What follows belongs to an exercise in optimizing a design on an open flow for small area, a short achievable clock period and few clock cycles per item; a production flow would make more cautious choices. For this run, only the layout was checked, not whether the RTL still works.

File: flow/config.mk
export PLATFORM = sky130hd
export DESIGN_NAME = bitmap_table_with_find_first_unit
export DESIGN_NICKNAME = bitmap_table_with_find_first_unit
export VERILOG_FILES = /design/flow/design.v
export SDC_FILE = /design/flow/constraint.sdc
export NUM_CORES = 4
export LEC_CHECK = 0
export CAP_MARGIN = 20
export CELL_PAD_IN_SITES_DETAIL_PLACEMENT = 1
export CELL_PAD_IN_SITES_GLOBAL_PLACEMENT = 2
export CORE_MARGIN = 2
export CORE_UTILIZATION = 35
export PLACE_DENSITY = 0.45
export SLEW_MARGIN = 20
File: flow/run.sh
#!/bin/bash
# synth_recipe.tcl (not shown) runs the flow's synth.tcl, then flattens the netlist and writes it again
# the make line also repeats each setting of config.mk as NAME=value (left out here)
make -C /OpenROAD-flow-scripts/flow DESIGN_CONFIG=/design/flow/config.mk WORK_HOME=/design/flow/orfs CLKGATE_MAP_FILE= SYNTH_SCRIPT=/design/flow/synth_recipe.tcl finish
File: flow/design.v
`timescale 1ns / 1ps
package bmff_pkg;
   localparam int MAX_BITS   = 1024;
   localparam int WORD_BITS  = 32;
   localparam int WORD_COUNT = (MAX_BITS + WORD_BITS - 1) / WORD_BITS;
   localparam int WORD_AW    = $clog2(WORD_COUNT);
   localparam int OFF_W      = $clog2(WORD_BITS);
   localparam int POS_W      = 10;
   localparam int CNT_W      = 11;
   localparam int VAL_W      = 8;
   localparam int CODE_W     = 3;
   localparam int CSR_AW     = 3;
   localparam int CSR_DW     = 32;
   localparam logic [CNT_W-1:0]     BIT_COUNT_RESET = CNT_W'(MAX_BITS);
   localparam logic [WORD_BITS-1:0] TOP_BIT         = {1'b1, {(WORD_BITS-1){1'b0}}};
   localparam logic [WORD_BITS-1:0] ALL_ONES        = {WORD_BITS{1'b1}};
   localparam logic REG_BIT_COUNT = 1'b0;
   typedef enum logic [CODE_W-1:0] {
      REQ_READ  = 3'd0,
      REQ_WRITE = 3'd1,
      REQ_FILL  = 3'd2,
      REQ_TEST  = 3'd3,
      REQ_FIND  = 3'd4
   } req_code_type;
   typedef enum logic [2:0] {
      ST_IDLE,
      ST_DECODE,
      ST_READ,
      ST_WRITE,
      ST_FILL,
      ST_SCAN,
      ST_DONE
   } state_type;
   typedef struct packed {
      logic capture;
      logic mem_rd;
      logic idx_step;
      logic latch_bit;
      logic write_bit;
      logic fill_word;
      logic scan_eval;
      logic load_rsp;
   } ctrl_cmd_type;
   typedef struct packed {
      logic [CODE_W-1:0] req_code;
      logic              bad;
      logic              val_ok;
      logic              n_zero;
      logic              idx_last;
      logic              scan_stop;
      logic              rsp_pending;
   } dp_status_type;
endpackage
`timescale 1ns / 1ps
module bmff_csr (
   input  logic        clock,
   input  logic        reset,
   input  logic        csr_psel,
   input  logic        csr_penable,
   input  logic        csr_pwrite,
   input  logic [2:0]  csr_paddr,
   input  logic [31:0] csr_pwdata,
   output logic [31:0] csr_prdata,
   output logic        csr_pready,
   output logic [10:0] bit_count
);
   logic [10:0] bit_count_ff;
   always_ff @(posedge clock) begin
      if (reset) begin
         bit_count_ff <= 11'd1024;
      end else if (csr_psel && csr_penable && csr_pwrite && !csr_paddr[2]) begin
         bit_count_ff <= csr_pwdata[10:0];
      end
   end
   assign csr_pready = 1'b1;
   assign csr_prdata = csr_paddr[2] ? 32'd0 : {21'd0, bit_count_ff};
   assign bit_count  = bit_count_ff;
endmodule
`timescale 1ns / 1ps
`timescale 1ns / 1ps
`timescale 1ns / 1ps
module bitmap_table_with_find_first_unit (
   input  logic        clock,
   input  logic        reset,
   input  logic        req_valid,
   output logic        req_ready,
   input  logic [2:0]  req_type,
   input  logic [9:0]  req_position,
   input  logic [7:0]  req_value,
   output logic        rsp_valid,
   input  logic        rsp_ready,
   output logic        rsp_bit_value,
   output logic        rsp_found,
   output logic [9:0]  rsp_found_position,
   output logic        rsp_all_equal,
   output logic        rsp_bad_position,
   input  logic        csr_psel,
   input  logic        csr_penable,
   input  logic        csr_pwrite,
   input  logic [2:0]  csr_paddr,
   input  logic [31:0] csr_pwdata,
   output logic [31:0] csr_prdata,
   output logic        csr_pready
);
   function automatic logic [5:0] first32(input logic [31:0] x);
      logic [4:0]  c;
      logic [31:0] v;
      v = x;
      c = '0;
      if (v[15:0] == '0) begin c[4] = 1'b1; v = v >> 16; end
      if (v[7:0] == '0)  begin c[3] = 1'b1; v = v >> 8;  end
      if (v[3:0] == '0)  begin c[2] = 1'b1; v = v >> 4;  end
      if (v[1:0] == '0)  begin c[1] = 1'b1; v = v >> 2;  end
      if (!v[0])         begin c[0] = 1'b1;              end
      first32 = {|x, c};
   endfunction
   logic [10:0] bit_count;
   bmff_csr u_csr (
      .clock       (clock),
      .reset       (reset),
      .csr_psel    (csr_psel),
      .csr_penable (csr_penable),
      .csr_pwrite  (csr_pwrite),
      .csr_paddr   (csr_paddr),
      .csr_pwdata  (csr_pwdata),
      .csr_prdata  (csr_prdata),
      .csr_pready  (csr_pready),
      .bit_count   (bit_count)
   );
   logic        n_full, n_zero;
   logic [9:0]  n_m1;
   logic [4:0]  last_w;
   logic [31:0] tail_mask;    
   assign n_full = bit_count[10];
   assign n_zero = (bit_count == 11'd0);
   assign n_m1   = bit_count[9:0] - 10'd1;
   assign last_w = n_full ? 5'd31 : n_m1[9:5];
   always_comb begin
      for (int b = 0; b < 32; b++) begin
         tail_mask[b] = n_full || (5'(b) <= n_m1[4:0]);
      end
   end
   logic [2:0] occ;        
   logic       ready_ff;
   logic       acc, take;
   logic [2:0] occ_in;
   assign req_ready = ready_ff;
   assign acc       = req_valid && ready_ff;
   assign take      = rsp_valid && rsp_ready;
   assign occ_in    = occ + {2'd0, acc} - {2'd0, take};
   always_ff @(posedge clock) begin
      if (reset) begin
         occ      <= 3'd0;
         ready_ff <= 1'b1;
      end else begin
         occ      <= occ_in;
         ready_ff <= (occ_in != 3'd4);
      end
   end
   logic [31:0] tbl [0:31];
   logic [31:0] w_any, w_all;
   logic        is_read, is_write, is_fill, is_test, is_find;
   logic        vok, v0, bad, tgt;
   logic [4:0]  sw, sb;
   assign is_read  = (req_type == 3'd0);
   assign is_write = (req_type == 3'd1);
   assign is_fill  = (req_type == 3'd2);
   assign is_test  = (req_type == 3'd3);
   assign is_find  = (req_type == 3'd4);
   assign vok      = (req_value[7:1] == 7'd0);
   assign v0       = req_value[0];
   assign bad      = !n_full && (req_position >= bit_count[9:0]);
   assign tgt      = is_read ? 1'b1 : (is_test ? !v0 : v0);
   assign sw       = is_test ? 5'd0 : req_position[9:5];
   assign sb       = is_test ? 5'd0 : req_position[4:0];
   logic [31:0] a_word, a_hit;
   logic        a_bit;
   always_comb begin
      a_word = tbl[sw];
      a_bit  = a_word[sb];
      for (int b = 0; b < 32; b++) begin
         a_hit[b] = (a_word[b] == tgt) && (5'(b) >= sb) &&
                    ((sw != last_w) || tail_mask[b]);
      end
   end
   logic [31:0] w_cand;
   logic [5:0]  w_first;
   always_comb begin
      for (int w = 0; w < 32; w++) begin
         w_cand[w] = (tgt ? w_any[w] : !w_all[w]) && (5'(w) > sw) && (5'(w) <= last_w);
      end
      w_first = first32(w_cand);
   end
   logic        wr_en, fill_en;
   logic [31:0] word_en, bit_en;
   logic        new_bit;
   assign wr_en   = acc && is_write && !bad;
   assign fill_en = acc && is_fill && vok && !n_zero;
   assign new_bit = vok && v0 && !reset;
   always_comb begin
      for (int w = 0; w < 32; w++) begin
         word_en[w] = reset || (wr_en && (req_position[9:5] == 5'(w))) ||
                      (fill_en && (5'(w) <= last_w));
      end
      for (int b = 0; b < 32; b++) begin
         bit_en[b] = reset || fill_en || !vok || (req_position[4:0] == 5'(b));
      end
   end
   always_ff @(posedge clock) begin
      for (int w = 0; w < 32; w++) begin
         for (int b = 0; b < 32; b++) begin
            if (word_en[w] && bit_en[b]) begin
               tbl[w][b] <= new_bit;
            end
         end
      end
   end
   logic [31:0] other;
   logic        new_any, new_all;
   always_comb begin
      for (int b = 0; b < 32; b++) begin
         other[b] = (req_position[4:0] != 5'(b));
      end
      if (reset || fill_en) begin
         new_any = new_bit;
         new_all = new_bit;
      end else if (!vok) begin
         new_any = 1'b0;
         new_all = 1'b0;
      end else begin
         new_any = v0 || |(a_word & other);
         new_all = v0 && &(a_word | ~other);
      end
   end
   always_ff @(posedge clock) begin
      for (int w = 0; w < 32; w++) begin
         if (word_en[w]) begin
            w_any[w] <= new_any;
            w_all[w] <= new_all;
         end
      end
   end
   logic        s1_v, s1_read, s1_find, s1_test, s1_bad, s1_vok, s1_tgt, s1_bit, s1_bany;
   logic        s1_blast;
   logic [4:0]  s1_sw, s1_bw;
   logic [31:0] s1_ahit;
   always_ff @(posedge clock) begin
      if (reset) begin
         s1_v <= 1'b0;
      end else begin
         s1_v <= acc;
      end
      s1_read  <= is_read;
      s1_find  <= is_find;
      s1_test  <= is_test;
      s1_bad   <= bad && (is_read || is_write || is_find);
      s1_vok   <= vok;
      s1_tgt   <= tgt;
      s1_bit   <= a_bit;
      s1_sw    <= sw;
      s1_ahit  <= a_hit;
      s1_bany  <= w_first[5];
      s1_bw    <= w_first[4:0];
      s1_blast <= (w_first[4:0] == last_w);
   end
   logic [31:0] b_word, b_hit;
   logic [5:0]  a_first;
   always_comb begin
      b_word = tbl[s1_bw];
      for (int b = 0; b < 32; b++) begin
         b_hit[b] = (b_word[b] == s1_tgt) && (!s1_blast || tail_mask[b]);
      end
      a_first = first32(s1_ahit);
   end
   logic        s2_v, s2_read, s2_find, s2_test, s2_bad, s2_vok, s2_bit, s2_bany, s2_aany;
   logic [4:0]  s2_sw, s2_bw, s2_apos;
   logic [31:0] s2_bhit;
   always_ff @(posedge clock) begin
      if (reset) begin
         s2_v <= 1'b0;
      end else begin
         s2_v <= s1_v;
      end
      s2_read <= s1_read;
      s2_find <= s1_find;
      s2_test <= s1_test;
      s2_bad  <= s1_bad;
      s2_vok  <= s1_vok;
      s2_bit  <= s1_bit;
      s2_bany <= s1_bany;
      s2_aany <= a_first[5];
      s2_apos <= a_first[4:0];
      s2_sw   <= s1_sw;
      s2_bw   <= s1_bw;
      s2_bhit <= b_hit;
   end
   logic [5:0] b_first;
   logic       f_any;
   logic [9:0] f_pos;
   always_comb begin
      b_first = first32(s2_bhit);
      f_any   = s2_aany || (s2_bany && b_first[5]);
      f_pos   = s2_aany ? {s2_sw, s2_apos} : {s2_bw, b_first[4:0]};
   end
   logic       r_bit, r_found, r_all;
   logic [9:0] r_pos;
   assign r_bit   = s2_read && !s2_bad && s2_bit;
   assign r_found = s2_find && !s2_bad && s2_vok && f_any;
   assign r_pos   = r_found ? f_pos : 10'd0;
   assign r_all   = s2_test && (n_zero || (s2_vok && !f_any));
   logic [13:0] q_data [0:3];
   logic [13:0] r_data;
   logic [2:0]  q_cnt;
   logic [2:0]  q_cnt_in;
   logic        rsp_valid_ff;
   assign r_data   = {r_bit, r_found, r_pos, r_all, s2_bad};
   assign q_cnt_in = q_cnt + {2'd0, s2_v} - {2'd0, take};
   always_ff @(posedge clock) begin
      if (reset) begin
         q_cnt        <= 3'd0;
         rsp_valid_ff <= 1'b0;
      end else begin
         q_cnt        <= q_cnt_in;
         rsp_valid_ff <= (q_cnt_in != 3'd0);
      end
      for (int i = 0; i < 4; i++) begin
         if (take) begin
            if (s2_v && (q_cnt == 3'(i + 1))) begin
               q_data[i] <= r_data;
            end else if (i < 3) begin
               q_data[i] <= q_data[i < 3 ? i + 1 : i];
            end
         end else if (s2_v && (q_cnt == 3'(i))) begin
            q_data[i] <= r_data;
         end
      end
   end
   assign rsp_valid          = rsp_valid_ff;
   assign rsp_bit_value      = q_data[0][13];
   assign rsp_found          = q_data[0][12];
   assign rsp_found_position = q_data[0][11:2];
   assign rsp_all_equal      = q_data[0][1];
   assign rsp_bad_position   = q_data[0][0];
endmodule
File: flow/constraint.sdc
create_clock -name core_clock -period 7.0 [get_ports {clock}]
set_input_delay 1.4000 -clock core_clock [delete_from_list [all_inputs] [get_ports {clock}]]
set_output_delay 1.4000 -clock core_clock [all_outputs]
set_load 0.01 [all_outputs]
==> results.json <==
{
  "htree_levels": 4,
  "drtIter0Drc": 11100,
  "finalSetupViolCount": 0,
  "syn_area_sq_um": 62500,
  "antenna_found_initial": 31,
  "drive_gt1_share_pct": 14.0,
  "p_sw_w": 0.00682,
  "place_congestion": 0.923,
  "num_rows": 155,
  "period_share_pct": 86.1,
  "async_reset_ff_share_pct": 0,
  "wl_per_cell_um": 45.8,
  "status": "complete, no violations",
  "synth_xor_area_share_pct": 1.16,
  "final_cell_mix": "1,209 x nor2_1, 1,114 x edfxtp_1, 388 x a22oi_1",
  "grt_pass1_vias": 56300,
  "ir_worst_vdd_uv": 270,
  "grtUsageTotal_pct": 41.4,
  "cts.sinks": 1269,
  "cts_root_buf": "clkbuf_16",
  "slew_headroom_pct": 14.0,
  "worst_slack_ns": 0.975,
  "final-hold-violation-count": 0,
  "synth_compound_area_share_pct": 20.3,
  "worstSetupPathDepth": 18,
  "cts_setup_buffers": 0,
  "end_kind": "register",
  "crit_family": "simple AND/OR/NAND/NOR gates",
  "firstDrtPassIters": 8,
  "hold-path-cell-count": 0,
  "cpPeakStageDelay_ns": 0.99,
  "die_w_um": 427,
  "route.detailed.drc": 0,
  "numCtsBuffers": 152,
  "start_util_pct": 35.1,
  "grt_pass1_wl_mm": 510,
  "worstSetupPathType": "input pin to register",
  "arrival_ns": 6.68,
  "fin_total_pwr_w": 0.0212,
  "ys_warn_count": 4,
  "yosys.area_share.simple_pct": 14.7,
  "synth_cells": 5890,
  "fmax_mhz": 166,
  "synth_edf_count": 1114,
  "synth_flop_cell": "edfxtp_1",
  "final_common_cell": "nor2_1",
  "core-area_sq_um": 178000,
  "grt_max_degree": 261,
  "worst_pin_slew_ns": 1.29,
  "leakage_nw": 26.6,
  "slew_viol_final": 0,
  "yosys.area_share.adder_pct": 0.424,
  "num-nets-final": 6014,
  "ys_seq_area_share_pct": 58.5,
  "ioPinCount": 112,
  "powerDensity_nw_per_um2": 289,
  "final_util_pct": 41.3,
  "post-place-ws_ns": 0.322,
  "worst-r2r-cell-count": 16,
  "fin_crit_ns": 6.02,
  "ctsHoldBuffers": 0,
  "ctsResizeCount": 0,
  "crit_path_top_delay_cell": "nor2_4",
  "p_clk_share_pct": 37.4,
  "netSwitchingFraction_pct": 32.1,
  "ys_types": 103,
  "intPower_w": 0.0144,
  "critPathMaxFanout": 31,
  "dpl.hpwl_mm": 234,
  "seqPwrFrac_pct": 43.0,
  "vias_per_cell": 7.01,
  "cp_num_buf_inv": 5,
  "routed_wl_mm": 385,
  "num_vias": 59000,
  "area_growth_pct": 17.7,
  "ant_nets": 0,
  "insertion_delay_ns": 0.85,
  "p_comb_share_pct": 19.5,
  "clockBufferDepth": 3,
  "synth-seq-cells": 1269,
  "finClkSkew_ns": 0.0401,
  "synth_top_family_by_area": "compound AO/OA/AOI/OAI gates",
  "start_kind": "input pin",
  "hp-class": "register to register",
  "synthMuxAreaShare_pct": 0.791,
  "cts_tree": "yes",
  "avgSynthCellArea_sq_um": 10.6,
  "maxCapViolations": 0,
  "gr-total-overflow": 0,
  "rsz0062_at_grt": "false",
  "dieHeight_um": 427,
  "cp_data_required_time_ns": 7.66,
  "port_buffers": 66,
  "dieArea_sq_um": 182000,
  "path_clk_slew_ns": 0.07,
  "crit_chain": "clkdlybuf4s50_1 > nand3b_4 > buf_12 > nand2_2 > nor2_4 > a222oi_1 > nand3_1 > a221oi_1 > a31oi_1 > buf_4 > o22ai_1 > a21oi_1 > nand3_1 > a2111oi_2 > nand4_1 > buf_4 > o21ai_4 > buf_12"
}
[per-layer routing]
metal / global-route usage [%] / vias up / wire, um
met5: 0 / - / 190
met4: 22.4 / 24 / 24300
met3: 11.6 / 1122 / 48400
met2: 61.3 / 4615 / 165000
met1: 54.8 / 30600 / 148000
li1: - / 22600 / -
[state kept, by name, summed over array words and instances (netlist names), 11 cells and up]
register / flops
tbl: 1024
q_data: 56
s1_ahit: 32
s2_bhit: 32
w_all: 31
w_any: 31
u_csr.bit_count_ff: 11
[worst register-to-register path, cell delays in order, from the launching register on]
cell      delay [ns]
dfxtp_1         0.30
buf_4           0.19
inv_1           0.22
ha_1            0.72
nand3_2         0.24
o311ai_4        0.62
nand3_1         0.41
and2_1          0.28
or4_4           0.44
nor2_1          0.40
and3_4          0.30
nor2_2          0.06
o2111a_1        0.25
o311a_1         0.32
or3_1           0.36
a211oi_1        0.41
buf_4           0.18
[layout make-up]
cell class	instances	area [sq um]
Antenna cell	11	27.5
Timing Repair Buffer	444	4120
Clock buffer	195	4100
Tap cell	2355	2950
Multi-Input combinational cell	3979	24800
Clock inverter	79	683
Sequential cell	1269	36600
Inverter	85	327
Fill cell	19200	104000
[cell families after synthesis]
| family | after synthesis |
|---|---|
| DFF | 1269 |
| and+or+nand+nor | 2079 |
| muxes | 43 |
| adders and majority gates | 20 |
| other | 2 |
| buffers and inverters | 662 |
| xor gates and xnor gates | 83 |
| AOI/OAI and AO/OA | 1732 |
[worst paths after layout]
kind / end / startpoint / slack [ns]
max reg2reg: s1_blast / u_csr.bit_count_ff[0] / 1.24
max: w_all[12] / req_type[2] / 0.98
min: s2_read / s1_read / 0.32
min reg2reg: s2_read / s1_read / 0.32
[metrics by stage]
step | instances | area, sq um | setup TNS, ns | hold slack [ns]
detailed placement | 8130 | 68700 | 0 | 0.314
finish | 8417 | 73600 | 0 | 0.320
CTS | 8404 | 73500 | 0 | 0.328
floorplan | 5910 | 62600 | -988.38 | 0.310
global route | 8406 | 73600 | 0 | 0.338
global placement | 8125 | 68600 | 0 | 0.310
[Yosys cell counts, drive strengths merged, types with 12 or more instances]
| library cell | count | area (sq um) |
|---|---|---|
| a221o | 18 | 180 |
| dfxtp | 155 | 3100 |
| nand4 | 123 | 785 |
| a22oi | 388 | 2910 |
| and2 | 23 | 144 |
| mux2i | 22 | 220 |
| and4 | 13 | 114 |
| nand2 | 279 | 1050 |
| and3 | 23 | 149 |
| nand3 | 121 | 611 |
| or3 | 17 | 106 |
| o21ai | 194 | 975 |
| a222oi | 58 | 581 |
| or2 | 19 | 119 |
| a21oi | 301 | 1510 |
| nor2b | 12 | 75.1 |
| nor2 | 1263 | 4740 |
| ha | 18 | 225 |
| o32ai | 41 | 359 |
| mux2 | 18 | 206 |
| xnor2 | 78 | 683 |
| a22o | 200 | 1750 |
| a211oi | 44 | 330 |
| edfxtp | 1114 | 33500 |
| buf | 74 | 392 |
| o22ai | 28 | 175 |
| a221oi | 252 | 2210 |
| nand2b | 17 | 106 |
| clkbuf | 503 | 1890 |
| nor4 | 35 | 264 |
| a31oi | 56 | 350 |
| a21o | 20 | 150 |
| nor3 | 81 | 420 |
| inv | 80 | 300 |
[power groups by stage]
stage,Sequential [W],Combinational [W],Clock [W]
after floorplan,0.00911,0.00184,0
after global placement,0.00927,0.00392,0
after detailed placement,0.00928,0.00395,0
after CTS,0.00913,0.00397,0.00800
after global routing,0.00919,0.00424,0.00826
final,0.00914,0.00415,0.00795

static timing again, ports no longer ideal:
The flow's constraints put no driver on any port. The routed layout listed below was extracted and timed again, unchanged, in two steps. Step 1: set_driving_cell puts a clkbuf_16 on clock and a buf_2 on each other input, an assumption about the parent block. Step 2, shift: input delay + t, output delay - t, t = (earliest + latest rising clock arrival at the registers) / 2. This alone moves slack from input paths to output paths. Three values: ideal, step 1, step 2; two values: the first two.
shift t [ns]: 0.926
setup WS [ns]: 0.975 / 1.048 / 0.122
hold slack, ns: 0.320 / 0.320 / 0.320
worst setup path at the end: input to register
worst register clock-pin slew, ns: 0.07 / 0.07
After both steps setup and hold are still met in this run. For this run, drivers alone change the setup slack by +0.073 ns; drivers and shift together by -0.853 ns.
